Background: an optimization exercise with open tools, aiming at small area, a short achievable clock period and few clock cycles per item. Do not read the settings as production practice.
The RTL was checked by simulation tests, not by an equivalence proof against the original design.
Power is estimated from default activity; no workload was simulated.

--- flow/design.v ---
`default_nettype none
package sparcPkg;
    typedef logic [31:0] instWord_t;                   
    typedef logic [31:0] dataWord_t;                   
    typedef logic [3:0]  aluOp_t;                      
    typedef logic [1:0]  memSize_t;                    
    typedef logic [2:0]  creditCnt_t;                  
    localparam aluOp_t AluAdd   = 4'b0000;
    localparam aluOp_t AluAddx  = 4'b0001;             
    localparam aluOp_t AluSub   = 4'b0010;
    localparam aluOp_t AluSubx  = 4'b0011;             
    localparam aluOp_t AluAnd   = 4'b0100;
    localparam aluOp_t AluOr    = 4'b0101;
    localparam aluOp_t AluXor   = 4'b0110;
    localparam aluOp_t AluXnor  = 4'b0111;
    localparam aluOp_t AluAndn  = 4'b1000;
    localparam aluOp_t AluOrn   = 4'b1001;
    localparam aluOp_t AluSll   = 4'b1010;
    localparam aluOp_t AluSrl   = 4'b1011;
    localparam aluOp_t AluSra   = 4'b1100;
    localparam aluOp_t AluPassB = 4'b1110;             
    localparam logic [1:0] OpArith  = 2'b10;
    localparam logic [1:0] OpMem    = 2'b11;
    localparam logic [2:0] OpSethi2 = 3'b100;          
    localparam memSize_t SizeByte = 2'd0;
    localparam memSize_t SizeHalf = 2'd1;
    localparam memSize_t SizeWord = 2'd2;
    localparam int         QueueDepth = 2;             
    localparam creditCnt_t OutCredits = 3'd4;          
    typedef struct packed {
        logic n;
        logic z;
        logic v;
        logic c;
    } iccFlags_t;
    typedef struct packed {
        logic     isMem;
        logic     isStore;
        memSize_t size;
        logic     signExt;                             
    } memCtrl_t;
    typedef struct packed {
        instWord_t inst;
        dataWord_t operandA;
        dataWord_t operandB;
    } issueSlot_t;
    typedef struct packed {
        aluOp_t    aluOp;
        logic      setsCc;
        memCtrl_t  memCtrl;
        dataWord_t operandA;
        dataWord_t operandB;
    } decodedInst_t;
    typedef struct packed {
        dataWord_t data;
        iccFlags_t icc;                                
        memCtrl_t  memCtrl;
    } result_t;
endpackage
`default_nettype wire
`timescale 1ns/1ps
`default_nettype none
module sparcAlu (
    input  wire logic [31:0] p,
    input  wire logic [31:0] g,
    input  wire logic        arith,
    input  wire logic        sub,
    input  wire logic        useCarry,
    input  wire logic        shift,
    input  wire logic        sll,
    input  wire logic        sra,
    input  wire logic        carryIn,
    output logic [31:0]      y,
    output logic [3:0]       flags             
);
    logic        cin;
    logic [31:0] gp [0:5];                     
    logic [31:0] pp [0:5];                     
    logic        cout;
    logic [31:0] sum;
    logic [31:0] sOut;
    logic [31:0] sRes;
    logic        z;
    logic        v;
    logic        c;
    assign cin = sub ^ (useCarry && carryIn);
    always_comb begin
        gp[0] = {g[31:1], g[0] | (p[0] & cin)};
        pp[0] = p;
        for (int l = 0; l < 5; l++) begin
            for (int i = 0; i < 32; i++) begin
                if (i >= (1 << l)) begin
                    gp[l+1][i] = gp[l][i] | (pp[l][i] & gp[l][i - (1 << l)]);
                    pp[l+1][i] = pp[l][i] & pp[l][i - (1 << l)];
                end else begin
                    gp[l+1][i] = gp[l][i];
                    pp[l+1][i] = pp[l][i];
                end
            end
        end
    end
    assign cout = gp[5][31];
    assign sum  = p ^ {gp[5][30:0], cin};
    assign z = ((p ^ {(p[30:0] | g[30:0]), cin}) == 32'd0);
    assign sOut = 32'({{32{sra && p[31]}}, p} >> g[4:0]);
    always_comb begin
        for (int i = 0; i < 32; i++) sRes[i] = sll ? sOut[31 - i] : sOut[i];
    end
    assign y = shift ? sRes : sum;
    assign v = arith && !p[31] && (g[31] != sum[31]);
    assign c = arith && (cout ^ sub);          
    assign flags = {sum[31], z, v, c};
endmodule
`default_nettype wire
`timescale 1ns/1ps
`default_nettype none
module instQueue (
    input  wire logic        Clk,
    input  wire logic        rstN,
    input  wire logic        instValid,
    input  wire logic [31:0] instIn,
    input  wire logic [31:0] operandA,
    input  wire logic [31:0] operandB,
    input  wire logic        take,         
    output logic             slotValid,
    output logic [31:0]      p,
    output logic [31:0]      g,
    output logic             arith,
    output logic             sub,
    output logic             useCarry,
    output logic             setsCc,
    output logic             shift,
    output logic             sll,
    output logic             sra,
    output logic [4:0]       memCtrl
);
    logic        dArith, dLogic, dShift, dPassB, dInvB, dUseCarry, dSetsCc;
    logic [1:0]  dSel;
    logic [4:0]  dMem;
    logic [31:0] aM;
    logic [31:0] bx;
    logic [31:0] pa;
    logic [31:0] ga;
    logic [31:0] aRev;
    logic        selP;
    logic        selG;
    logic        keepG;
    logic [31:0] pIn;
    logic [31:0] gIn;
    decodeStage u_decode (
        .inst(instIn), .arith(dArith), .logicOp(dLogic), .shift(dShift), .passB(dPassB),
        .invB(dInvB), .useCarry(dUseCarry), .sel(dSel), .setsCc(dSetsCc), .memCtrl(dMem)
    );
    assign aM = dPassB ? '0 : operandA;
    assign bx = (dShift ? '0 : operandB) ^ {32{dInvB}};
    assign pa = aM ^ bx;
    assign ga = aM & bx;
    always_comb begin
        for (int i = 0; i < 32; i++) aRev[i] = operandA[31 - i];
    end
    assign selP   = !dLogic || dSel[1];               
    assign selG   = dLogic && dSel[0] && !dSel[1] || dLogic && (dSel == 2'b10);
    assign keepG  = !dLogic && !dShift;
    assign pIn    = (dShift && dSel == 2'b01) ? aRev : ((pa & {32{selP}}) | (ga & {32{selG}}));
    assign gIn    = {ga[31:5] & {27{keepG}}, dShift ? operandB[4:0] : (ga[4:0] & {5{keepG}})};
    always_ff @(posedge Clk) begin
        if (instValid) begin
            p        <= pIn;
            g        <= gIn;
            arith    <= dArith;
            sub      <= dArith && dInvB;
            useCarry <= dUseCarry;
            setsCc   <= dSetsCc;
            shift    <= dShift;
            sll      <= dShift && (dSel == 2'b01);
            sra      <= dShift && (dSel == 2'b11);
            memCtrl  <= dMem;
        end
    end
    always_ff @(posedge Clk or negedge rstN) begin
        if (!rstN) begin
            slotValid <= 1'b0;
        end else if (instValid || take) begin
            slotValid <= instValid;
        end
    end
endmodule
`default_nettype wire
`timescale 1ns/1ps
`default_nettype none
module decodeStage (
    input  wire logic [31:0] inst,
    output logic             arith,        
    output logic             logicOp,      
    output logic             shift,        
    output logic             passB,        
    output logic             invB,         
    output logic             useCarry,     
    output logic [1:0]       sel,          
    output logic             setsCc,
    output logic [4:0]       memCtrl
);
    logic [1:0] op;
    logic [5:0] op3;
    logic       grp;
    assign op  = inst[31:30];
    assign op3 = inst[24:19];
    assign grp      = (op == 2'b10) && !op3[5] && (!op3[3] || (op3[1:0] == 2'b00));
    assign sel      = op3[1:0];
    assign arith    = grp && (op3[1:0] == 2'b00);
    assign logicOp  = grp && (op3[1:0] != 2'b00);
    assign invB     = grp && op3[2];
    assign useCarry = grp && op3[3];
    assign setsCc   = grp && op3[4];
    assign shift    = (op == 2'b10) && (op3[5:2] == 4'b1001) && (op3[1:0] != 2'b00);
    assign passB    = (op == 2'b00) && (inst[24:22] == 3'b100);
    always_comb begin
        memCtrl = 5'b00000;
        if (op == 2'b11) begin
            case (op3)
                6'b001001: memCtrl = 5'b10001;  
                6'b001010: memCtrl = 5'b10011;  
                6'b000000: memCtrl = 5'b10100;  
                6'b000001: memCtrl = 5'b10000;  
                6'b000010: memCtrl = 5'b10010;  
                6'b000011: memCtrl = 5'b10100;  
                6'b001101: memCtrl = 5'b10000;  
                6'b001111: memCtrl = 5'b10100;  
                6'b000101: memCtrl = 5'b11000;  
                6'b000110: memCtrl = 5'b11010;  
                6'b000100: memCtrl = 5'b11100;  
                6'b000111: memCtrl = 5'b11100;  
                default:   memCtrl = 5'b00000;
            endcase
        end
    end
endmodule
`default_nettype wire
`timescale 1ns/1ps
`default_nettype none
module executeStage (
    input  wire logic        Clk,
    input  wire logic        rstN,
    input  wire logic        take,
    input  wire logic [31:0] p,
    input  wire logic [31:0] g,
    input  wire logic        arith,
    input  wire logic        sub,
    input  wire logic        useCarry,
    input  wire logic        setsCc,
    input  wire logic        shift,
    input  wire logic        sll,
    input  wire logic        sra,
    input  wire logic [4:0]  memCtrl,
    output logic [40:0]      resOut
);
    logic [31:0] y;
    logic [3:0]  flags;
    logic [3:0]  iccReg;
    logic [3:0]  iccNext;
    sparcAlu u_alu (
        .p, .g, .arith, .sub, .useCarry, .shift, .sll, .sra,
        .carryIn(iccReg[0]), .y, .flags
    );
    assign iccNext = setsCc ? flags : iccReg;
    always_ff @(posedge Clk or negedge rstN) begin
        if (!rstN) begin
            iccReg <= 4'd0;
        end else if (take) begin
            iccReg <= iccNext;
        end
    end
    always_ff @(posedge Clk) begin
        if (take) resOut <= {y, iccNext, memCtrl};
    end
endmodule
`default_nettype wire
`timescale 1ns/1ps
`default_nettype none
module sparcPipe (
    input  wire logic                Clk,
    input  wire logic                rstN,
    input  wire logic                instValid,
    input  wire sparcPkg::instWord_t instIn,
    input  wire sparcPkg::dataWord_t operandA,
    input  wire sparcPkg::dataWord_t operandB,
    input  wire logic                resCredit,
    output logic                     instCredit,
    output logic                     resValid,
    output sparcPkg::result_t        resOut
);
    logic                 slotValid;
    logic [31:0]          p, g;
    logic                 arith, sub, useCarry, setsCc, shift, sll, sra;
    logic [4:0]           memCtrl;
    logic                 resFull;
    logic                 take;
    sparcPkg::creditCnt_t creditCnt;    
    logic [2:0]           ahead;        
    logic [1:0]           owed;         
    logic                 resFullNext;
    sparcPkg::creditCnt_t creditNext;
    logic [2:0]           aheadNext;
    logic [1:0]           owedNext;
    instQueue u_queue (
        .Clk, .rstN, .instValid, .instIn, .operandA, .operandB, .take,
        .slotValid, .p, .g, .arith, .sub, .useCarry, .setsCc, .shift, .sll, .sra, .memCtrl
    );
    executeStage u_execute (
        .Clk, .rstN, .take, .p, .g, .arith, .sub, .useCarry, .setsCc, .shift, .sll, .sra,
        .memCtrl, .resOut
    );
    assign take        = slotValid && (!resFull || resValid);
    assign resFullNext = take || (resFull && !resValid);
    assign creditNext  = creditCnt - sparcPkg::creditCnt_t'(resValid)
                         + sparcPkg::creditCnt_t'(resCredit);
    assign aheadNext   = ahead + 3'(instCredit) - 3'(resValid);
    assign owedNext    = owed + 2'(instValid) - 2'(instCredit);
    always_ff @(posedge Clk or negedge rstN) begin
        if (!rstN) begin
            resFull    <= 1'b0;
            creditCnt  <= sparcPkg::OutCredits;
            ahead      <= 3'd0;
            owed       <= 2'd0;
            resValid   <= 1'b0;
            instCredit <= 1'b0;
        end else begin
            resFull    <= resFullNext;
            creditCnt  <= creditNext;
            ahead      <= aheadNext;
            owed       <= owedNext;
            resValid   <= resFullNext && (creditNext != '0);
            instCredit <= (owedNext != 2'd0) && ({1'b0, aheadNext} < {1'b0, creditNext});
        end
    end
endmodule
`default_nettype wire
--- flow/run.sh ---
#!/bin/bash
# synth_recipe.tcl (not shown) runs the flow's synth.tcl, then flattens the netlist and writes it again
# the make line also repeats each setting of config.mk as NAME=value (left out here)
make -C /OpenROAD-flow-scripts/flow DESIGN_CONFIG=/design/flow/config.mk WORK_HOME=/design/flow/orfs CLKGATE_MAP_FILE= SYNTH_SCRIPT=/design/flow/synth_recipe.tcl finish
--- flow/config.mk ---
export PLATFORM = sky130hd
export DESIGN_NAME = sparcPipe
export DESIGN_NICKNAME = sparcPipe
export VERILOG_FILES = /design/flow/design.v
export SDC_FILE = /design/flow/constraint.sdc
export NUM_CORES = 4
export LEC_CHECK = 0
export ABC_AREA = 1
export CAP_MARGIN = 20
export CORE_MARGIN = 2
export CORE_UTILIZATION = 45
export SETUP_SLACK_MARGIN = 2.0
export SLEW_MARGIN = 20
--- flow/constraint.sdc ---
create_clock -name core_clock -period 5.5 [get_ports {Clk}]
set_input_delay 1.1000 -clock core_clock [delete_from_list [all_inputs] [get_ports {Clk}]]
set_output_delay 1.1000 -clock core_clock [all_outputs]
set_load 0.01 [all_outputs]
==> results of run 1 <==
cell usage after synthesis (4+ instances only):
| cell type | number |
|---|---|
| nand2_1 | 482 |
| nand3_1 | 272 |
| inv_1 | 204 |
| nor2_1 | 155 |
| edfxtp_1 | 117 |
| o21ai_0 | 89 |
| a21oi_1 | 47 |
| ha_1 | 46 |
| xor2_1 | 43 |
| a31oi_1 | 34 |
| buf_2 | 34 |
| clkbuf_1 | 29 |
| o21ai_1 | 16 |
| dfrtp_1 | 15 |
| nand2_2 | 15 |
| buf_4 | 13 |
| nor3_1 | 12 |
| buf_6 | 9 |
| nand4_1 | 9 |
| o21bai_1 | 9 |
| buf_1 | 7 |
| inv_2 | 7 |
| o21ai_2 | 7 |
| a21oi_2 | 5 |
| o211ai_1 | 5 |
| xnor2_1 | 5 |
| nor4_1 | 4 |
| o22ai_1 | 4 |
what timing repair did:
action	in CTS	in global routing
buffers inserted	0	3
endpoints found under the setup margin	65	38
pin swaps	1	2
gates cloned	1	1
resized for setup	4	11
registers in the layout, summed over array words and instances, names as in the netlist, 2 cells and up:
register,count
u_queue.p,32
u_execute.iccReg,4
owed,2
creditCnt,3
u_queue.g,32
u_execute.resOut,41
u_queue.memCtrl,5
ahead,3
routing by layer:
metal / up-vias / track usage / routed length (um)
li1: 5824 / - / -
met1: 5478 / 0.408 / 17800
met2: 519 / 0.480 / 18300
met3: 94 / 0.0305 / 2460
met4: 0 / 0.152 / 2160
met5: - / 0 / 0
power by group:
group	internal [uW]	leakage, uW	switching (uW)	total (uW)
clock network	608	0.000285	534	1140
logic	672	0.00471	1050	1720
registers	1380	0.00133	170	1550
total	2660	0.00632	1750	4410
cells in the final DEF, fill, tap and decap left out, drive strengths merged, types with 12 or more instances in the layout:
cell / instances
a21oi: 54
a31oi: 34
buf: 21
clkbuf: 17
clkdlybuf4s50: 117
dfrtp: 15
edfxtp: 117
ha: 46
inv: 220
nand2: 500
nand3: 272
nor2: 158
nor3: 12
o21ai: 112
xor2: 43
final timing paths:
path / from / to / slack (ns)
setup / recovery: instIn[20] / u_queue.p[17] / 2.18
hold / removal: u_queue.memCtrl[3] / u_execute.resOut[3] / 0.43
setup reg to reg: u_queue.g[0] / u_execute.resOut[39] / 2.40
hold reg to reg: u_queue.memCtrl[3] / u_execute.resOut[3] / 0.43
max in group asynchronous: rstN / u_execute.iccReg[1] / 3.91
min in group asynchronous: rstN / ahead[0] / 1.11
metrics by stage:
step | hold slack (ns) | util | cell area, um^2 | total power, uW
after floorplan | 0.400 | - | 11700 | 2600
after detailed placement | 0.413 | 0.510 | 12900 | 3260
after global placement | 0.404 | 0.510 | 12900 | 3240
final | 0.429 | 0.538 | 13600 | 4410
after CTS | 0.433 | 0.534 | 13500 | 4410
after global routing | 0.444 | 0.538 | 13600 | 4690
kinds of logic (layout without fill, tap and decap cells):
group,after synthesis,count (layout)
AND/OR/NAND/NOR,966,968
AO/OA/AOI/OAI,226,226
flip-flops,133,133
buffers and inverters,306,383
adder cells (fa/ha/maj),48,48
XOR/XNOR,48,48
area by class of cell:
cell class              instances  area, um^2
clock buffers                  17         425
clock inverters                15         163
fillers                      2646       11700
inverters                     213         805
multi-input cells            1290        6540
flip-flops and latches        133        3920
well taps                     330         413
repair buffers                138        1360
==> out/qor.txt, run 1 <==
Final hold violation count = 0
R2r worst-path depth = 15
Dpl ws = 1.03 ns
Crit-path leading delay family = buffers and inverters
WP depth = 11
Peak supply drop = 357 uV
Worst Skew = 0.00970 ns
Slew margin rel. = 0.296
Post-Synth XOR/XNOR Area = 0.0360
GRT Util Overall = 0.302
Final setup vio count = 0
Starting DRT DRC Count = 965
TritonRoute pass-1 iters = 6
Remaining Overflow, GRT = 0
Final setup margin = 2.18 ns
TritonCTS clock tree = built
First-pass GRT wire length = 62100 um
Worst skew pair latency = 0.42 ns
Largest family of logic cells by synthesized area = simple AND/OR/NAND/NOR gates
Clock Pin Slew Worst Setup and Hold Paths = 0.07 ns
Unrepaired setup endpoints after global routing = false
Routed via count = 11900
Synthesized net count = 1875
Max-slew violation count = 0
Total wire length = 40700 um
Sequential share of the synthesized area = 0.335
HP Class = reg -> reg
Avg Cell Area, Syn = 6.77 um^2
Layout Cells excl Fill = 2136
Crit-path max cell delay = 0.50 ns
Post-synthesis cell count = 1727
DPL Wire Length = 31000 um
Final RePlAce weighted congestion = 0.997
Routed WL per cell = 19.0 um
Clock sinks = 133
Placed cell count = 2099
Peak Freq = 0.301 GHz
Worst path required time = 5.66 ns
Crit Path Class = in -> reg
Leakage dissipation = 0.00632 uW
Critical path's slowest cell = clkdlybuf4s50_1
CTS Hold Bufs = 0
Crit path DAT = 3.49 ns
Vias in the first global route = 11000
Area of the mapped netlist = 0.0117 mm^2
Area grow syn2layout = 16.6%
Mux contribution to synthesized area = 0
Max cap viols = 0
Synth Area in Adders = 0.0527
Number of top-level pins = 143
Root Buffer = clkbuf_16
Die X = 165 um
Htree depth = 4
Top post-synthesis cells by area = edfxtp_1, nand2_1, nand3_1
Antenna viol nets, final = 0
Nets = 1941
Dominant synthesized flop cell = edfxtp_1
Initial Util = 0.461
Core area = 0.0253 mm^2
Setup TNS = 0 ns
Top cell type by total area after synthesis = edfxtp_1
Largest net degree at the start of global routing = 66
I/O Buffers = 118
Crit end category = flip-flop
Post-DR vias/cell = 5.58
Ratio of cells with drive above 1 in the final layout = 0.0598
DRC viols = 0
Chip height = 165 um
Worst Path Buf+Inv = 4
Cell chain of the critical path = clkdlybuf4s50_1 -> buf_12 -> inv_1 -> ha_1 -> o21ai_4 -> or2_4 -> buf_12 -> xor2_1 -> ha_1 -> o21ai_0 -> a31oi_1
Simple-gate share of the synthesized area = 0.352
Worst-path fanout max = 36
Post-synth EDFFs = 117
Seq cells post-synth = 133
FP Rows = 58
Netlist cell types = 46
Period utilization = 0.605
Slew @ Worst Pin = 1.05 ns
CP Launch Type = input pin
Hold Path Stages = 0
Synth async-reset ratio = 0.120
Warnings from Yosys = 7
TritonCTS Buffers = 17
Max Buffers Root-to-Sink = 2
Min Tclk post-route = 3.33 ns
Outcome = no timing/DRC/antenna violations
Synth top area share = 0.301
Compound-Gate Fraction of Synth Area = 0.112
Pwr/cell area = 324 mW/mm^2
Die area = 0.0273 mm^2
Antenna violations before repair = 0
# diodes = 0
Testbench counts, summed over its fixed seeds: cycles 3,216, items 3,200.
==> run 2, diff against run 1 <==
--- a/flow/config.mk
+++ b/flow/config.mk
@@ -9,5 +9,5 @@
 export CAP_MARGIN = 20
 export CORE_MARGIN = 2
 export CORE_UTILIZATION = 45
-export SETUP_SLACK_MARGIN = 2.0
+export SETUP_SLACK_MARGIN = 2.6
 export SLEW_MARGIN = 20
==> out/qor.txt, run 2 <==
Warnings from Yosys = 7
Final RePlAce weighted congestion = 1.01
Worst path required time = 5.66 ns
Fin Hold WS = 0.422 ns
Commonest non-fill, non-tap cell in the layout = nand2_1
DRC viols = 0
Number of top-level pins = 143
Remaining Overflow, GRT = 0
Max Buffers Root-to-Sink = 2
Post-DR vias/cell = 5.58
Htree depth = 4
Synth async-reset ratio = 0.120
Antenna viol nets, final = 0
TritonRoute pass-1 iters = 6
CP Launch Type = flip-flop
Max-slew violation count = 0
Worst skew pair latency = 0.43 ns
Clock Pin Slew Worst Setup and Hold Paths = 0.07 ns
Core area = 0.0253 mm^2
Synthesized net count = 1875
Final hold violation count = 0
Worst Skew = 0.0108 ns
Sequential share of the synthesized area = 0.335
DPL Wire Length = 31500 um
Vias in the first global route = 11200
Peak supply drop = 216 uV
I/O Buffers = 118
Unrepaired setup endpoints after global routing = false
# diodes = 0
Peak Freq = 0.349 GHz
CTS Hold Bufs = 0
Final setup margin = 2.63 ns
Outcome = no timing/DRC/antenna violations
Largest net degree at the start of global routing = 59
TritonCTS Buffers = 17
Post-synthesis cell count = 1727
Starting DRT DRC Count = 1099
Top post-synthesis cells by area = edfxtp_1, nand2_1, nand3_1
Top cell type by total area after synthesis = edfxtp_1
Crit Path Class = reg -> reg
Chip height = 165 um
Pwr/cell area = 324 mW/mm^2
Root Buffer = clkbuf_16
Cell repeated most along the worst path = nand2_4
Period utilization = 0.521
Clock sinks = 133
Post-synth EDFFs = 117
Final setup vio count = 0
Synth top cells by count = nand2_1, nand3_1, inv_1
Die area = 0.0273 mm^2
Nets = 1944
Fin area = 0.0138 mm^2
Max cap viols = 0
Routed via count = 11900
FP Rows = 58
Slew @ Worst Pin = 1.06 ns
Most frequent cells in the layout = nand2_1, nand3_1, inv_1, nor2_1, edfxtp_1
Routed WL per cell = 19.3 um
Leakage dissipation = 0.00643 uW
Ratio of cells with drive above 1 in the final layout = 0.0691
Total chip power = 4480 uW
TritonCTS clock tree = built
Die X = 165 um
Initial Util = 0.461
Slew margin rel. = 0.292
Area of the mapped netlist = 0.0117 mm^2
Launching point of the worst reg2reg path = u_queue.p[0]
Total wire length = 41200 um
Critical path origin = u_queue.p[0]
Most common cell in the synthesized netlist = nand2_1
Cell chain of the critical path = ha_1 -> inv_1 -> nand2_4 -> ha_1 -> inv_1 -> nand2_4 -> nand2_2 -> nand2_4 -> a21oi_4 -> o21ai_1 -> xnor2_1 -> o21ai_1
Avg Cell Area, Syn = 6.77 um^2
GRT Util Overall = 0.306
Worst-path fanout max = 4
Regs by FF count = u_execute.resOut x41, u_queue.g x32, u_queue.p x32
Crit-path max cell delay = 0.59 ns
Post-DP Area = 0.0130 mm^2
Dominant synthesized flop cell = edfxtp_1
Hold Startpoint = u_queue.memCtrl[4]
Netlist cell types = 46
Synth top area share = 0.301
Top reg by flops = u_execute.resOut
HP Class = reg -> reg
Critical path's slowest cell = edfxtp_1
Setup TNS = 0 ns
Area grow syn2layout = 18.2%
First-pass GRT wire length = 63000 um
Crit path DAT = 3.03 ns
Worst reg2reg setup slack = 2.63 ns
Crit end category = flip-flop
Min Tclk post-route = 2.87 ns
Max reg flops = 41
Antenna violations before repair = 0
Dpl ws = 1.47 ns
Seq cells post-synth = 133
==> run 2: layer usage <==
layer | routed length (um) | track usage | part of all wire | up-vias
met4 | 2070 | 0.149 | 0.050 | 0
met2 | 18700 | 0.495 | 0.45 | 541
met5 | 0 | 0 | 0 | -
met3 | 2700 | 0.0365 | 0.066 | 101
met1 | 17800 | 0.407 | 0.43 | 5475
li1 | - | - | - | 5822
==> run 2: final cells by class <==
cell class	instances	area (um^2)
clock buffers	17	425
inverters	213	805
repair buffers	143	1480
clock inverters	15	178
flip-flops and latches	133	3920
fillers	2529	11500
well taps	330	413
multi-input cells	1288	6600
==> run 2: kinds of logic after synthesis <==
family | Yosys count | share of synthesized area
AO/OA/AOI/OAI | 226 | 0.112
XOR/XNOR | 48 | 0.0360
adder cells (fa/ha/maj) | 48 | 0.0527
buffers and inverters | 306 | 0.112
flip-flops | 133 | 0.335
AND/OR/NAND/NOR | 966 | 0.352
==> run 2: worst paths after layout <==
| path | endpoint | cells past startpoint |
|---|---|---|
| setup / recovery | u_execute.resOut[23] | 12 |
| setup reg to reg | u_execute.resOut[23] | 12 |
| max in group asynchronous | owed[0] | 1 |
| hold / removal | u_execute.resOut[4] | 0 |
| hold reg to reg | u_execute.resOut[4] | 0 |
| min in group asynchronous | resValid | 1 |
==> run 2: through the flow <==
stage | util | std cells
after global placement | 0.511 | 2103
after detailed placement | 0.511 | 2103
after floorplan | - | 1727
after global routing | 0.545 | 2139
final | 0.545 | 2139
after CTS | 0.541 | 2137
==> run 2: worst max-delay path: cells and delay by family, from the launching register on <==
kind                       cells  cell delay [ns]
DFF                            1             0.59
xor gates and xnor gates       1             0.41
adders and majority gates      2             0.47
AOI/OAI and AO/OA              3             0.54
and+or+nand+nor                4             0.40
buffers and inverters          2             0.18
==> run 2: timing repair <==
action | in CTS | in global routing
resized for setup | 30 | 20
gates cloned | 1 | 1
pin swaps | 1 | 9
setup endpoints to repair | 69 | 43
setup buffers | 1 | 1
==> run 2: report_power, final <==
group | switching (uW) | internal (uW)
Sequential | 171 | 1380
Combinational | 1060 | 684
Clock | 527 | 653
Total | 1760 | 2710
==> run 3, diff against run 2 <==
==> flow/flow/run.sh (new file) <==
#!/bin/bash
# The standard layout (standard.sh), with the port buffers made buf_2 cells instead of the
# default choice. Every port is still buffered. The make output goes to standard_flow.log;
# each ORFS step keeps its own log under orfs/logs/.
set -euo pipefail
export BUFFER_PORTS_ARGS="-buffer_cell sky130_fd_sc_hd__buf_2"
bash standard.sh > standard_flow.log 2>&1
==> flow/standard.sh (new file) <==
#!/bin/bash
# synth_recipe.tcl (not shown) runs the flow's synth.tcl, then flattens the netlist and writes it again
# the make line also repeats each setting of config.mk as NAME=value (left out here)
make -C /OpenROAD-flow-scripts/flow DESIGN_CONFIG=/design/flow/config.mk WORK_HOME=/design/flow/orfs CLKGATE_MAP_FILE= SYNTH_SCRIPT=/design/flow/synth_recipe.tcl "${@:-finish}"
--- a/flow/config.mk
+++ b/flow/config.mk
@@ -11,3 +11,4 @@
 export CORE_UTILIZATION = 45
 export SETUP_SLACK_MARGIN = 2.6
 export SLEW_MARGIN = 20
+export TNS_END_PERCENT = 5
removed: flow/run.sh
==> out/qor.txt, run 3 <==
Worst reg2reg setup slack = 2.71 ns
Largest net degree at the start of global routing = 66
Clk pwr share = 0.268
I/O Buffers = 118
Max Buffers Root-to-Sink = 2
Warnings from Yosys = 7
Total wire length = 39900 um
Fin Hold WS = 0.425 ns
Commonest non-fill, non-tap cell in the layout = nand2_1
Vias in the first global route = 10900
Chip height = 165 um
Peak Freq = 0.358 GHz
Clock Pin Slew Worst Setup and Hold Paths = 0.07 ns
Sequential Power Share = 0.361
TritonCTS clock tree = built
Leakage dissipation = 0.00631 uW
Setup TNS = 0 ns
Post-synthesis cell count = 1727
Crit path DAT = 2.94 ns
Max-slew violation count = 0
Slew margin rel. = 0.309
Regs by FF count = u_execute.resOut x41, u_queue.g x32, u_queue.p x32
Core area = 0.0253 mm^2
Starting DRT DRC Count = 1044
Top reg by flops = u_execute.resOut
# fillers = 2603
P_sw = 1710 uW
Worst skew pair latency = 0.42 ns
GRT Util Overall = 0.299
DRC viols = 0
HP Class = reg -> reg
Final setup vio count = 0
Ratio of cells with drive above 1 in the final layout = 0.126
Final RePlAce weighted congestion = 1.01
Hold Startpoint = u_queue.memCtrl[0]
Avg Cell Area, Syn = 6.77 um^2
Htree depth = 4
Max cap viols = 0
DPL Wire Length = 30700 um
Die area = 0.0273 mm^2
Remaining Overflow, GRT = 0
Synthesized net count = 1875
Synth top cells by count = nand2_1, nand3_1, inv_1
Worst Hold Endpoint = u_execute.resOut[0]
R2r worst-path depth = 14
Worst-path fanout max = 4
TritonRoute pass-1 iters = 5
Sequential share of the synthesized area = 0.335
Unrepaired setup endpoints after global routing = true
Worst path required time = 5.65 ns
Initial Util = 0.461
Netlist cell types = 46
Routed WL per cell = 18.7 um
Placed cell count = 2098
Most frequent cells in the layout = nand2_1, nand3_1, inv_1, nor2_1, edfxtp_1
Antenna viol nets, final = 0
Sw Share = 0.399
Top cell type by total area after synthesis = edfxtp_1
Layout Cells excl Fill = 2137
Post-DR vias/cell = 5.47
Slew @ Worst Pin = 1.03 ns
Pwr/cell area = 329 mW/mm^2
Most common cell in the synthesized netlist = nand2_1
Seq cells post-synth = 133
Worst Skew = 0.0154 ns
TritonCTS Buffers = 17
Final hold violation count = 0
Root Buffer = clkbuf_16
CP Launch Type = flip-flop
Dominant synthesized flop cell = edfxtp_1
Number of top-level pins = 143
Cell Int Power = 2570 uW
Area of the mapped netlist = 0.0117 mm^2
# diodes = 0
Outcome = no timing/DRC/antenna violations
Peak supply drop = 265 uV
Gate power share = 0.371
Synth top area share = 0.301
RR Endpoint = u_execute.resOut[25]
Post-synth EDFFs = 117
Min Tclk post-route = 2.79 ns
First-pass GRT wire length = 61600 um
Antenna violations before repair = 0
Synth async-reset ratio = 0.120
Die X = 165 um
Area grow syn2layout = 11.4%
Dpl ws = 1.44 ns
Hold Path Stages = 0
Launching point of the worst reg2reg path = u_queue.p[0]
Top post-synthesis cells by area = edfxtp_1, nand2_1, nand3_1
Period utilization = 0.508
Crit Path Class = reg -> reg
Crit end category = flip-flop
Nets = 1942
Clock sinks = 133
Final setup margin = 2.71 ns
Routed via count = 11700
FP Rows = 58
Max reg flops = 41
run 3: cell types whose count changed in the layout (fill, tap and decap cells not counted), sizes merged, moves of 3 or more:
cell,before,now
clkinvlp,0,3
clkdlybuf4s50,112,0
buf,24,139
dlymetal6s2s,3,0
inv,223,220
run 3: metrics by stage:
stage	util	total power [uW]	instance area (um^2)
after floorplan	-	2600	11700
after global placement	0.487	3100	12300
after detailed placement	0.487	3140	12300
after CTS	0.513	4300	13000
after global routing	0.514	4580	13000
final	0.514	4280	13000
run 3: worst max-delay path by stage:
stage	start	endpoint	cells after the start
after floorplan	instIn[20]	u_queue.p[22]	11
after global placement	instIn[20]	u_queue.p[15]	9
after detailed placement	instIn[20]	u_queue.p[14]	9
after CTS	instIn[20]	u_queue.p[15]	10
after global routing	u_execute.iccReg[0]	u_execute.resOut[33]	21
final	u_queue.p[0]	u_execute.resOut[25]	14
run 3: per-layer routing:
| layer | track usage | wire (um) | vias to the layer above |
|---|---|---|---|
| met1 | 0.406 | 17500 | 5342 |
| met2 | 0.471 | 17800 | 449 |
| li1 | - | - | 5812 |
| met5 | 0 | 0 | - |
| met4 | 0.149 | 2000 | 0 |
| met3 | 0.0342 | 2570 | 80 |
run 3: power by group through the flow:
stage	clock network (uW)	registers (uW)	logic, uW
after floorplan	0	1530	1070
after global placement	0	1560	1550
after detailed placement	0	1560	1580
after CTS	1170	1540	1590
after global routing	1220	1570	1790
final	1150	1540	1590
run 3: kinds of logic after synthesis:
| group | count (synthesis) | share of synthesized area |
|---|---|---|
| AND/OR/NAND/NOR | 966 | 0.352 |
| XOR/XNOR | 48 | 0.0360 |
| buffers and inverters | 306 | 0.112 |
| flip-flops | 133 | 0.335 |
| adder cells (fa/ha/maj) | 48 | 0.0527 |
| AO/OA/AOI/OAI | 226 | 0.112 |
run 3: repair_timing:
action                                  in CTS  in global routing
resized for setup                            7                  6
hold buffers                                 0                  0
endpoints found under the setup margin      69                 35
buffers inserted                             6                  0
gates cloned                                 1                  0
endpoints found under the hold margin        0                  0
pin swaps                                    1                  0
run 3: layout make-up:
type	count	area, um^2	share of cell area
Inverter	213	802	0.0616
Clock inverter	15	161	0.0124
Tap cell	330	413	0.0317
Clock buffer	17	425	0.0327
Sequential cell	133	3920	0.301
Timing Repair Buffer	140	774	0.0595
Multi-Input combinational cell	1289	6520	0.501
run 3: worst max-delay path, cell delays in order (launching register included):
cell and delay [ns]:
edfxtp_1 0.61, ha_1 0.30, inv_1 0.09, nand2_4 0.09, ha_1 0.19, inv_1 0.06, nand2_2 0.10, nand2_2 0.09
nand2_2 0.10, nand2_1 0.09, nand2_2 0.09, nand2_2 0.07, nand2_2 0.08, a21oi_1 0.41, a21oi_1 0.12
==> run 4, diff against run 3 <==
--- a/flow/config.mk
+++ b/flow/config.mk
@@ -9,6 +9,8 @@
 export CAP_MARGIN = 20
 export CORE_MARGIN = 2
 export CORE_UTILIZATION = 45
+export CTS_BUF_LIST = sky130_fd_sc_hd__clkbuf_8
+export CTS_CLUSTER_SIZE = 30
 export SETUP_SLACK_MARGIN = 2.6
 export SLEW_MARGIN = 20
 export TNS_END_PERCENT = 5
==> out/qor.txt, run 4 <==
CP Launch Type = flip-flop
Final setup vio count = 0
Most common cell in the synthesized netlist = nand2_1
Warnings from Yosys = 7
Pwr/cell area = 310 mW/mm^2
Unrepaired setup endpoints after global routing = true
Worst Skew = 0.0159 ns
Commonest non-fill, non-tap cell in the layout = nand2_1
Post-DR vias/cell = 5.48
Peak supply drop = 265 uV
Cell Int Power = 2300 uW
Max reg flops = 41
Sequential Area = 0.00392 mm^2
Synth async-reset ratio = 0.120
End-of-flow core utilization = 0.506
Max Buffers Root-to-Sink = 2
Worst skew pair latency = 0.45 ns
Synth top cells by count = nand2_1, nand3_1, inv_1
Clock sinks = 133
R2r worst-path depth = 15
Clk pwr share = 0.212
Chip height = 165 um
Top cell type by total area after synthesis = edfxtp_1
Htree depth = 4
Outcome = no timing/DRC/antenna violations
Area of the mapped netlist = 0.0117 mm^2
Core area = 0.0253 mm^2
End point of the critical path = u_execute.resOut[21]
Largest net degree at the start of global routing = 66
Dominant synthesized flop cell = edfxtp_1
Most frequent cells in the layout = nand2_1, nand3_1, inv_1, nor2_1, edfxtp_1
I/O Buffers = 118
P_sw = 1670 uW
RR Endpoint = u_execute.resOut[21]
Total chip power = 3970 uW
Die X = 165 um
Synthesized net count = 1875
Sequential Power Share = 0.389
TritonCTS Buffers = 17
Root Buffer = clkbuf_8
Total wire length = 39800 um
Clock Pin Slew Worst Setup and Hold Paths = 0.10 ns
Leakage dissipation = 0.00622 uW
Crit-path max cell delay = 0.63 ns
Post-synth EDFFs = 117
Cell chain of the critical path = ha_1 -> inv_1 -> nand2_4 -> ha_1 -> inv_1 -> nand2_2 -> nand2_1 -> nand2_2 -> nand2_1 -> nand2_2 -> inv_1 -> o21ai_2 -> or2_2 -> nand3_1 -> nand2_1
TritonRoute pass-1 iters = 7
Final hold violation count = 0
Sequential share of the synthesized area = 0.335
Avg Cell Area, Syn = 6.77 um^2
Worst path required time = 5.70 ns
Critical path origin = u_queue.p[0]
Crit Path Class = reg -> reg
Area grow syn2layout = 9.59%
Period utilization = 0.522
Worst reg2reg setup slack = 2.63 ns
TritonCTS clock tree = built
Peak Freq = 0.349 GHz
Fin area = 0.0128 mm^2
Seq cells post-synth = 133
Synth top area share = 0.301
Antenna violations before repair = 0
HP Class = reg -> reg
Routed WL per cell = 18.6 um
Antenna viol nets, final = 0
Nets = 1941
Netlist cell types = 46
Number of top-level pins = 143
Post-synthesis cell count = 1727
Final RePlAce weighted congestion = 1.01
Max cap viols = 0
# fillers = 2619
DPL Wire Length = 30700 um
Area taken by multi-input logic gates = 0.00652 mm^2
Setup TNS = 0 ns
Worst-path fanout max = 4
Slew @ Worst Pin = 1.04 ns
Routed via count = 11700
Ratio of cells with drive above 1 in the final layout = 0.125
Remaining Overflow, GRT = 0
Sw Share = 0.421
Regs by FF count = u_execute.resOut x41, u_queue.g x32, u_queue.p x32
Top post-synthesis cells by area = edfxtp_1, nand2_1, nand3_1
Min Tclk post-route = 2.87 ns
Launching point of the worst reg2reg path = u_queue.p[0]
GRT Util Overall = 0.298
Post-DP Area = 0.0123 mm^2
Gate power share = 0.399
Top reg by flops = u_execute.resOut
Vias in the first global route = 10900
CTS Hold Bufs = 0
FP Rows = 58
Fin Hold WS = 0.431 ns
First-pass GRT wire length = 61600 um
Critical path's slowest cell = edfxtp_1
DRC viols = 0
Max-slew violation count = 0
Crit end category = flip-flop
Starting DRT DRC Count = 1159
Die area = 0.0273 mm^2
Crit path DAT = 3.07 ns
# diodes = 0
Initial Util = 0.461
Slew margin rel. = 0.305
run 4: cell counts after synthesis:
No cell type changed its count.
run 4: cells by family (layout without fill, tap and decap cells):
| logic type | Yosys count | in the layout | share of synthesized area |
|---|---|---|---|
| and+or+nand+nor | 966 | 967 | 0.352 |
| AOI/OAI and AO/OA | 226 | 226 | 0.112 |
| DFF | 133 | 133 | 0.335 |
| xor gates and xnor gates | 48 | 48 | 0.0360 |
| buffers and inverters | 306 | 384 | 0.112 |
| adders and majority gates | 48 | 48 | 0.0527 |
run 4: critical path: cells and delay by family, from the launching register on:
kind,cells,cell delay [ns]
adders and majority gates,2,0.50
DFF,1,0.63
and+or+nand+nor,9,1.09
AOI/OAI and AO/OA,1,0.10
buffers and inverters,3,0.28
run 4: repair_timing:
action                                  in CTS  in global routing
gates cloned                                 1                  0
setup buffers                                5                  0
pin swaps                                    1                  0
endpoints found under the setup margin      69                 18
resized for setup                            7                  3
run 4: metrics by stage:
| stage | cells | worst slack, ns |
|---|---|---|
| 2_1_floorplan | 1727 | 2.57 |
| 3_5_place_dp | 2098 | 1.44 |
| 5_1_grt | 2136 | 2.52 |
| 3_3_place_gp | 2098 | 1.47 |
| 6_report | 2136 | 2.63 |
| 4_1_cts | 2136 | 2.65 |
run 4: area by class of cell:
class,count,area share
flip-flops and latches,133,0.306
repair buffers,139,0.0596
multi-input cells,1289,0.509
inverters,213,0.0626
clock buffers,17,0.0183
well taps,330,0.0322
clock inverters,15,0.0126
run 4: power groups by stage:
stage	clock [uW]	combinational [uW]	sequential, uW
global placement	0	1550	1560
global route	911	1790	1570
detailed placement	0	1580	1560
CTS	866	1590	1540
finish	843	1580	1540
floorplan	0	1070	1530
run 4: worst min path at each step:
stage	cells after the start	to	slack, ns	start
floorplan	0	u_execute.resOut[0]	0.40	u_queue.memCtrl[0]
global placement	0	u_execute.resOut[4]	0.40	u_queue.memCtrl[4]
detailed placement	0	u_execute.resOut[0]	0.41	u_queue.memCtrl[0]
CTS	0	u_execute.resOut[0]	0.43	u_queue.memCtrl[0]
global route	0	u_execute.resOut[0]	0.45	u_queue.memCtrl[0]
finish	0	u_execute.resOut[0]	0.43	u_queue.memCtrl[0]
run 4: routing by layer:
layer	part of all wire	wire length, um	GRT usage
met1	0.44	17700	0.406
met2	0.45	18100	0.474
met5	0	0	0
met3	0.054	2170	0.0337
met4	0.048	1910	0.143
==> run 5, diff against run 4 <==
--- a/flow/config.mk
+++ b/flow/config.mk
@@ -9,8 +9,6 @@
 export CAP_MARGIN = 20
 export CORE_MARGIN = 2
 export CORE_UTILIZATION = 45
-export CTS_BUF_LIST = sky130_fd_sc_hd__clkbuf_8
-export CTS_CLUSTER_SIZE = 30
-export SETUP_SLACK_MARGIN = 2.6
+export SETUP_SLACK_MARGIN = 2.8
 export SLEW_MARGIN = 20
 export TNS_END_PERCENT = 5
==> out/qor.txt, run 5 <==
Outcome = no timing/DRC/antenna violations
Layout Cells excl Fill = 2137
Worst skew pair latency = 0.44 ns
TritonRoute pass-1 iters = 8
Synth top cells by count = nand2_1, nand3_1, inv_1
GRT Util Overall = 0.316
Final setup vio count = 0
Total wire length = 42500 um
Remaining Overflow, GRT = 0
Starting DRT DRC Count = 1117
Seq cells post-synth = 133
Sw Share = 0.402
Die X = 165 um
Netlist cell types = 46
Avg Cell Area, Syn = 6.77 um^2
Max reg flops = 41
Max-slew violation count = 0
Largest net degree at the start of global routing = 66
Period utilization = 0.501
Post-synth EDFFs = 117
Htree depth = 4
Slew @ Worst Pin = 1.02 ns
End-of-flow core utilization = 0.520
Post-synthesis cell count = 1727
Warnings from Yosys = 7
Chip height = 165 um
Clock sinks = 133
Crit Path Class = in -> reg
Regs by FF count = u_execute.resOut x41, u_queue.g x32, u_queue.p x32
Slew margin rel. = 0.322
Root Buffer = clkbuf_16
Pwr/cell area = 334 mW/mm^2
# fillers = 2577
Min Tclk post-route = 2.76 ns
DPL Wire Length = 32000 um
HP Class = reg -> reg
Top post-synthesis cells by area = edfxtp_1, nand2_1, nand3_1
First-pass GRT wire length = 64500 um
Placed cell count = 2097
Routed WL per cell = 19.9 um
# diodes = 0
Area grow syn2layout = 12.8%
Crit end category = flip-flop
Worst-path fanout max = 36
Clock Pin Slew Worst Setup and Hold Paths = 0.07 ns
Leakage dissipation = 0.00636 uW
DRC viols = 0
Initial Util = 0.461
P_sw = 1770 uW
Worst Skew = 0.0107 ns
Cell Int Power = 2630 uW
Most frequent cells in the layout = nand2_1, nand3_1, inv_1, nor2_1, edfxtp_1
Crit path DAT = 2.99 ns
Max Buffers Root-to-Sink = 2
Synthesized net count = 1875
Crit-path max cell delay = 0.30 ns
Area taken by multi-input logic gates = 0.00664 mm^2
Commonest non-fill, non-tap cell in the layout = nand2_1
Post-DR vias/cell = 5.62
Dominant synthesized flop cell = edfxtp_1
Core area = 0.0253 mm^2
Ratio of cells with drive above 1 in the final layout = 0.133
Max cap viols = 0
CTS Hold Bufs = 0
Antenna viol nets, final = 0
Number of top-level pins = 143
Final RePlAce weighted congestion = 0.979
Sequential Area = 0.00392 mm^2
Synth async-reset ratio = 0.120
Clk pwr share = 0.276
Peak Freq = 0.363 GHz
Unrepaired setup endpoints after global routing = true
Most common cell in the synthesized netlist = nand2_1
Top cell type by total area after synthesis = edfxtp_1
Total chip power = 4400 uW
Antenna violations before repair = 0
Synth top area share = 0.301
CP Launch Type = input pin
Setup TNS = 0 ns
Sequential share of the synthesized area = 0.335
Top reg by flops = u_execute.resOut
Critical path's slowest cell = a31oi_1
Sequential Power Share = 0.352
I/O Buffers = 118
Routed via count = 12000
FP Rows = 58
Final hold violation count = 0
Vias in the first global route = 11200
Nets = 1942
Cell chain of the critical path = buf_6 -> inv_6 -> ha_4 -> o21ai_4 -> or2_4 -> buf_12 -> xor2_1 -> ha_1 -> nand3_1 -> a31oi_1
Peak supply drop = 203 uV
Gate power share = 0.372
Area of the mapped netlist = 0.0117 mm^2
TritonCTS clock tree = built
Die area = 0.0273 mm^2
TritonCTS Buffers = 17
Worst path required time = 5.73 ns
run 5: cell counts after synthesis:
Identical to the previous run, type by type.
run 5: through the flow:
| stage | area, um^2 | setup slack (ns) | hold WS [ns] |
|---|---|---|---|
| global route | 13200 | 2.68 | 0.446 |
| floorplan | 11800 | 2.66 | 0.400 |
| detailed placement | 12300 | 1.50 | 0.417 |
| global placement | 12300 | 1.55 | 0.403 |
| finish | 13200 | 2.74 | 0.432 |
| CTS | 13000 | 2.63 | 0.439 |
run 5: layout make-up:
cell class	count	area share
multi-input combinational	1290	0.504
sequential	133	0.297
inverter	213	0.0615
timing repair buffer	138	0.0594
clock buffer	17	0.0323
tap	330	0.0313
clock inverter	15	0.0141
timing repair inverter	1	0.000380
run 5: timing repair:
action,in CTS,in global routing
gates cloned,1,2
resized for setup,15,18
pin swaps,1,7
setup endpoints to repair,77,75
buffers inserted,1,4
run 5: worst paths after layout:
path / slack [ns] / start / to / cells after the start
min reg2reg: 0.43 / u_queue.memCtrl[2] / u_execute.resOut[2] / 0
max reg2reg: 2.80 / u_queue.p[0] / u_execute.resOut[39] / 15
max: 2.74 / instIn[20] / u_queue.p[13] / 10
max in group asynchronous: 4.62 / rstN / creditCnt[2] / 1
min: 0.43 / u_queue.memCtrl[2] / u_execute.resOut[2] / 0
min in group asynchronous: 0.57 / rstN / ahead[2] / 1
run 5: cell families (layout without fill, tap and decap cells):
family,count (synthesis),after routing,synth area share
simple gates,966,968,0.352
buf+inv,306,384,0.112
compound gates,226,226,0.112
flops,133,133,0.335
fa+ha+maj,48,48,0.0527
xor+xnor,48,48,0.0360
run 5: power groups by stage:
stage,logic [uW],clock network (uW),registers [uW]
3_3_place_gp,1570,0,1560
3_5_place_dp,1590,0,1560
4_1_cts,1600,1230,1540
6_report,1640,1210,1550
2_1_floorplan,1070,0,1530
5_1_grt,1860,1270,1570
run 5: routing by layer:
metal | vias up | GRT usage | share of wire
met4 | 0 | 0.164 | 0.057
met5 | - | 0 | 0
li1 | 5806 | - | -
met2 | 541 | 0.495 | 0.45
met1 | 5553 | 0.427 | 0.43
met3 | 105 | 0.0420 | 0.066
run 5: worst max-delay path, delay by kind of cell:
kind / cells / cell delay (ns)
AO/OA/AOI/OAI: 2 / 0.54
buffers and inverters: 3 / 0.48
adder cells (fa/ha/maj): 2 / 0.41
AND/OR/NAND/NOR: 2 / 0.28
XOR/XNOR: 1 / 0.16
==> run 6, diff against run 5 <==
--- a/flow/config.mk
+++ b/flow/config.mk
@@ -9,6 +9,5 @@
 export CAP_MARGIN = 20
 export CORE_MARGIN = 2
 export CORE_UTILIZATION = 45
-export SETUP_SLACK_MARGIN = 2.8
+export SETUP_SLACK_MARGIN = 2.6
 export SLEW_MARGIN = 20
-export TNS_END_PERCENT = 5
==> out/qor.txt, run 6 <==
Post-Synth XOR/XNOR Area = 0.0360
Synth Area in Adders = 0.0527
Max Buffers Root-to-Sink = 2
Top cell type by total area after synthesis = edfxtp_1
Min Tclk post-route = 2.80 ns
HP Class = reg -> reg
Leakage dissipation = 0.00632 uW
GRT Util Overall = 0.299
Die X = 165 um
Core area = 0.0253 mm^2
Starting DRT DRC Count = 1063
Top reg by flops = u_execute.resOut
Worst path required time = 5.64 ns
Post-DR vias/cell = 5.46
R2r worst-path depth = 15
Launching point of the worst reg2reg path = u_queue.g[0]
Remaining Overflow, GRT = 0
Final setup vio count = 0
RR Endpoint = u_execute.resOut[25]
Regs by FF count = u_execute.resOut x41, u_queue.g x32, u_queue.p x32
Dominant synthesized flop cell = edfxtp_1
Chip height = 165 um
Routed via count = 11700
Cell repeated most along the worst path = nand2_2
Hold Startpoint = u_queue.memCtrl[0]
Ratio of cells with drive above 1 in the final layout = 0.129
Nets = 1944
Worst reg2reg setup slack = 2.70 ns
Max cap viols = 0
Commonest non-fill, non-tap cell in the layout = nand2_1
Top post-synthesis cells by area = edfxtp_1, nand2_1, nand3_1
Worst-path fanout max = 59
Warnings from Yosys = 7
I/O Buffers = 118
End-of-flow core utilization = 0.515
# fillers = 2603
Largest net degree at the start of global routing = 66
Outcome = no timing/DRC/antenna violations
FP Rows = 58
TritonRoute pass-1 iters = 5
Crit-path max cell delay = 0.41 ns
Total wire length = 39900 um
Root Buffer = clkbuf_16
Avg Cell Area, Syn = 6.77 um^2
Post-synthesis cell count = 1727
Most common cell in the synthesized netlist = nand2_1
DPL Wire Length = 30700 um
Area of the mapped netlist = 0.0117 mm^2
Antenna violations before repair = 0
Worst Hold Endpoint = u_execute.resOut[0]
Pwr/cell area = 328 mW/mm^2
Crit end category = flip-flop
# diodes = 0
Final hold violation count = 0
Simple-gate share of the synthesized area = 0.352
Area grow syn2layout = 11.6%
Vias in the first global route = 10900
Htree depth = 4
Crit path DAT = 2.94 ns
Synthesized net count = 1875
Slew margin rel. = 0.306
Critical path's slowest cell = a21oi_1
Antenna viol nets, final = 0
Worst skew pair latency = 0.42 ns
Peak supply drop = 265 uV
Netlist cell types = 46
Clock Pin Slew Worst Setup and Hold Paths = 0.07 ns
CP Launch Type = flip-flop
DRC viols = 0
Initial Util = 0.461
Worst Skew = 0.0159 ns
Period utilization = 0.508
Max reg flops = 41
Slew @ Worst Pin = 1.04 ns
Dpl ws = 1.44 ns
Final setup margin = 2.70 ns
Number of top-level pins = 143
Max-slew violation count = 0
Synth top cells by count = nand2_1, nand3_1, inv_1
TritonCTS Buffers = 17
Unrepaired setup endpoints after global routing = true
Synth async-reset ratio = 0.120
Setup TNS = 0 ns
Sequential share of the synthesized area = 0.335
Peak Freq = 0.358 GHz
Synth top area share = 0.301
First-pass GRT wire length = 61600 um
Mux contribution to synthesized area = 0
Post-synth EDFFs = 117
Cell chain of the critical path = clkbuf_8 -> inv_2 -> nand2_4 -> ha_1 -> inv_1 -> nand2_2 -> nand2_2 -> nand2_2 -> nand2_1 -> nand2_2 -> nand2_2 -> nand2_2 -> o21ai_0 -> a21oi_1 -> a21oi_1
Die area = 0.0273 mm^2
Clock sinks = 133
Most frequent cells in the layout = nand2_1, nand3_1, inv_1, nor2_1, edfxtp_1
TritonCTS clock tree = built
Final RePlAce weighted congestion = 1.01
Seq cells post-synth = 133
CTS Hold Bufs = 0
Largest family of logic cells by synthesized area = simple AND/OR/NAND/NOR gates
Compound-Gate Fraction of Synth Area = 0.112
Crit Path Class = reg -> reg
Routed WL per cell = 18.7 um
Hold Path Stages = 0
[run 6: per-stage QoR]
stage | power (uW) | std cells | hold slack (ns) | cell area (um^2)
after floorplan | 2600 | 1727 | 0.400 | 11700
after global placement | 3100 | 2098 | 0.403 | 12300
after detailed placement | 3140 | 2098 | 0.409 | 12300
after CTS | 4300 | 2137 | 0.426 | 13000
after global routing | 4580 | 2139 | 0.445 | 13000
final | 4280 | 2139 | 0.425 | 13000
[run 6: critical path: cells and delay by family (launching register included)]
family,cells,cell delay [ns]
and+or+nand+nor,8,0.81
adders and majority gates,1,0.15
AOI/OAI and AO/OA,3,0.62
DFF,1,0.34
buffers and inverters,3,0.58
[run 6: routing by layer]
metal	share of wire	track usage	wire, um	up-vias
met1	0.44	0.406	17500	5306
li1	-	-	-	5824
met2	0.45	0.471	17900	479
met5	0	0	0	-
met4	0.050	0.149	2000	0
met3	0.065	0.0342	2590	79
[run 6: kinds of logic (layout without fill, tap and decap cells)]
group           after synthesis  count (layout)
flops                       133             133
xor+xnor                     48              48
fa+ha+maj                    48              48
simple gates                966             967
compound gates              226             226
buf+inv                     306             387
[run 6: where the power goes]
group	total (uW)	internal [uW]	switching, uW
clock	1150	644	505
combinational	1590	553	1040
sequential	1540	1380	166
total	4280	2570	1710
[run 6: worst max path at each step]
stage,from,end,slack (ns),depth (start not counted)
final,u_queue.g[0],u_execute.resOut[25],2.70,15
after global routing,u_queue.g[0],u_execute.resOut[25],2.58,15
after CTS,instIn[20],u_queue.p[15],2.64,10
after detailed placement,instIn[20],u_queue.p[14],1.44,9
after global placement,instIn[20],u_queue.p[15],1.47,9
after floorplan,instIn[20],u_queue.p[22],2.57,11
[run 6: cell type report]
cell class / instances / area, um^2 / share of cell area
well taps: 330 / 413 / 0.0317
inverters: 213 / 802 / 0.0615
flip-flops and latches: 133 / 3920 / 0.300
clock buffers: 17 / 425 / 0.0326
clock inverters: 15 / 161 / 0.0124
multi-input cells: 1289 / 6540 / 0.501
repair buffers: 142 / 793 / 0.0608
[run 6: repair_timing]
action,in CTS,in global routing
setup buffers,6,2
endpoints found under the setup margin,69,35
gates cloned,1,0
pin swaps,1,1
gates resized for setup,7,10
==> run 7, diff against run 6 <==
==> flow/flow/run.sh (replaced) <==
#!/bin/bash
# The standard layout (standard.sh), with the port buffers made buf_1 cells instead of the
# default choice. Every port is still buffered. The make output goes to standard_flow.log;
# each ORFS step keeps its own log under orfs/logs/.
set -euo pipefail
export BUFFER_PORTS_ARGS="-buffer_cell sky130_fd_sc_hd__buf_1"
bash standard.sh > standard_flow.log 2>&1
--- a/flow/config.mk
+++ b/flow/config.mk
@@ -11,3 +11,4 @@
 export CORE_UTILIZATION = 45
 export SETUP_SLACK_MARGIN = 2.6
 export SLEW_MARGIN = 20
+export TNS_END_PERCENT = 5
==> out/qor.txt, run 7 <==
Outcome = no timing/DRC/antenna violations
End point of the critical path = u_queue.p[14]
Top post-synthesis cells by area = edfxtp_1, nand2_1, nand3_1
Crit end category = flip-flop
Initial Util = 0.461
GRT Util Overall = 0.292
Root Buffer = clkbuf_16
Starting DRT DRC Count = 1159
Area of the mapped netlist = 0.0117 mm^2
Top reg by flops = u_execute.resOut
Final hold violation count = 0
Post-synthesis cell count = 1727
Most common cell in the synthesized netlist = nand2_1
Worst reg2reg setup slack = 2.72 ns
First-pass GRT wire length = 60200 um
Critical path's slowest cell = ha_1
Number of top-level pins = 143
CTS Hold Bufs = 0
I/O Buffers = 118
Htree depth = 4
Crit Path Class = in -> reg
Crit-path max cell delay = 0.26 ns
Netlist cell types = 46
Fin area = 0.0129 mm^2
Largest net degree at the start of global routing = 66
Pwr/cell area = 330 mW/mm^2
Nets = 1939
Warnings from Yosys = 7
Post-DR vias/cell = 5.52
Placed cell count = 2099
Most frequent cells in the layout = nand2_1, nand3_1, inv_1, nor2_1
Fin Hold WS = 0.426 ns
Routed WL per cell = 18.3 um
Dominant synthesized flop cell = edfxtp_1
Chip height = 165 um
Commonest non-fill, non-tap cell in the layout = nand2_1
Max reg flops = 41
Clock sinks = 133
# fillers = 2613
DRC viols = 0
Sequential share of the synthesized area = 0.335
Area grow syn2layout = 10.2%
TritonCTS Buffers = 17
TritonCTS clock tree = built
Crit path DAT = 2.98 ns
Layout Cells excl Fill = 2134
Remaining Overflow, GRT = 0
Peak supply drop = 235 uV
Unrepaired setup endpoints after global routing = true
DPL Wire Length = 29800 um
Setup TNS = 0 ns
Ratio of cells with drive above 1 in the final layout = 0.0576
Top cell type by total area after synthesis = edfxtp_1
Routed via count = 11800
Critical path origin = instIn[20]
Synth async-reset ratio = 0.120
RR Endpoint = u_execute.resOut[21]
Synth top area share = 0.301
Cell chain of the critical path = buf_1 -> buf_12 -> inv_2 -> ha_4 -> o21ai_4 -> or2_4 -> buf_12 -> xor2_1 -> ha_1 -> o21ai_0 -> a31oi_1
Final setup vio count = 0
Die X = 165 um
Max cap viols = 0
Leakage dissipation = 0.00599 uW
Post-DP Area = 0.0122 mm^2
Post-synth EDFFs = 117
Worst skew pair latency = 0.43 ns
Cell repeated most along the worst path = buf_12
CP Launch Type = input pin
Min Tclk post-route = 2.83 ns
Synthesized net count = 1875
Slew @ Worst Pin = 1.15 ns
HP Class = reg -> reg
Final RePlAce weighted congestion = 1.02
Vias in the first global route = 10800
TritonRoute pass-1 iters = 6
Worst Skew = 0.0212 ns
Max-slew violation count = 0
Core area = 0.0253 mm^2
Peak Freq = 0.353 GHz
Worst path required time = 5.65 ns
Antenna viol nets, final = 0
Worst-path fanout max = 36
Avg Cell Area, Syn = 6.77 um^2
Clock Pin Slew Worst Setup and Hold Paths = 0.06 ns
FP Rows = 58
Die area = 0.0273 mm^2
# diodes = 0
Antenna violations before repair = 0
Total wire length = 39000 um
Seq cells post-synth = 133
Period utilization = 0.515
Slew margin rel. = 0.233
R2r worst-path depth = 18
Launching point of the worst reg2reg path = u_execute.iccReg[0]
Max Buffers Root-to-Sink = 2
Synth top cells by count = nand2_1, nand3_1, inv_1
Regs by FF count = u_execute.resOut x41, u_queue.g x32, u_queue.p x32
-- run 7: how the worst min path moves through the flow --
stage | startpoint | endpoint | slack, ns | cells past startpoint
2_1_floorplan | u_queue.memCtrl[0] | u_execute.resOut[0] | 0.40 | 0
3_5_place_dp | u_queue.memCtrl[3] | u_execute.resOut[3] | 0.41 | 0
6_report | u_queue.memCtrl[3] | u_execute.resOut[3] | 0.43 | 0
5_1_grt | u_queue.memCtrl[0] | u_execute.resOut[0] | 0.44 | 0
3_3_place_gp | u_queue.memCtrl[0] | u_execute.resOut[0] | 0.41 | 0
4_1_cts | u_queue.memCtrl[3] | u_execute.resOut[3] | 0.42 | 0
-- run 7: area by class of cell --
class | count | area (um^2) | share of cell area
Clock buffer | 18 | 429 | 0.0333
Inverter | 213 | 802 | 0.0623
Clock inverter | 14 | 150 | 0.0117
Timing Repair Buffer | 137 | 642 | 0.0498
Multi-Input combinational cell | 1289 | 6530 | 0.507
Sequential cell | 133 | 3920 | 0.304
Tap cell | 330 | 413 | 0.0321
-- run 7: cells by family (layout without fill, tap and decap cells) --
kind of cell	Yosys count	in the layout	synth area share
AND/OR/NAND/NOR	966	967	0.352
buffers and inverters	306	382	0.112
AO/OA/AOI/OAI	226	226	0.112
flip-flops	133	133	0.335
adder cells (fa/ha/maj)	48	48	0.0527
XOR/XNOR	48	48	0.0360
-- run 7: stage by stage --
step | total power (uW) | util | worst slack, ns
after global routing | 4550 | 0.508 | 2.52
final | 4250 | 0.508 | 2.67
after floorplan | 2600 | - | 2.57
after global placement | 3070 | 0.481 | 1.61
after CTS | 4250 | 0.507 | 2.58
after detailed placement | 3100 | 0.481 | 1.57
-- run 7: worst max-delay path, delay by kind of cell --
kind                     cells  cell delay (ns)
adder cells (fa/ha/maj)      2             0.44
XOR/XNOR                     1             0.22
AND/OR/NAND/NOR              1             0.20
AO/OA/AOI/OAI                3             0.44
buffers and inverters        4             0.55
-- run 7: timing repair --
action / 4_1_cts / 5_1_grt
gates cloned: 1 / 0
gates resized for setup: 7 / 11
endpoints found under the setup margin: 68 / 40
setup buffers: 2 / 0
pin swaps: 1 / 0
-- run 7: report_power, final --
| group | switching [uW] | internal, uW |
|---|---|---|
| clock | 476 | 673 |
| sequential | 166 | 1380 |
| combinational | 1040 | 516 |
-- run 7: routing by layer --
layer  track usage  up-vias  share of wire
li1              -     5816              -
met1         0.405     5404           0.44
met2         0.455      470           0.45
met3        0.0342       91          0.068
met4         0.142        0          0.044
met5             0        -              0

==> separate check: timing with driven ports <==
In the flow no input, the clock included, has a driving cell. The finished layouts below were timed again as built, in two steps. Step 1 (the two cells are an assumption about what drives the block):
set clk [get_ports {Clk}]
set_driving_cell -lib_cell sky130_fd_sc_hd__clkbuf_16 $clk
set_driving_cell -lib_cell sky130_fd_sc_hd__buf_2 [delete_from_list [all_inputs] $clk]
Step 2 also shifts input and output timing later by t, the mid clock arrival at the registers, as if the neighbouring blocks saw the same clock. Three values: ideal, step 1, step 2; two values: the first two.
run	t (ns)	setup slack, ns	latest minus earliest clock arrival (ns)	worst slew at a driven data input, ns	cell pins on the clock port's net
run 1	0.465	2.175 / 2.198 / 1.733	0.011 / 0.012	0.05	1
run 2	0.474	2.634 / 2.634 / 2.224	0.011 / 0.011	0.04	1
run 3	0.460	2.707 / 2.707 / 2.267	0.016 / 0.016	0.05	1
run 4	0.485	2.631 / 2.631 / 2.169	0.016 / 0.016	0.04	1
run 5	0.475	2.743 / 2.754 / 2.278	0.013 / 0.013	0.04	1
run 6	0.459	2.704 / 2.704 / 2.286	0.017 / 0.016	0.05	1
run 7	0.471	2.669 / 2.695 / 2.224	0.021 / 0.022	0.04	1
After both steps setup and hold are still met in every run listed. For run 5, which loses most, drivers alone change the setup slack by +0.011 ns; drivers and shift together by -0.465 ns.
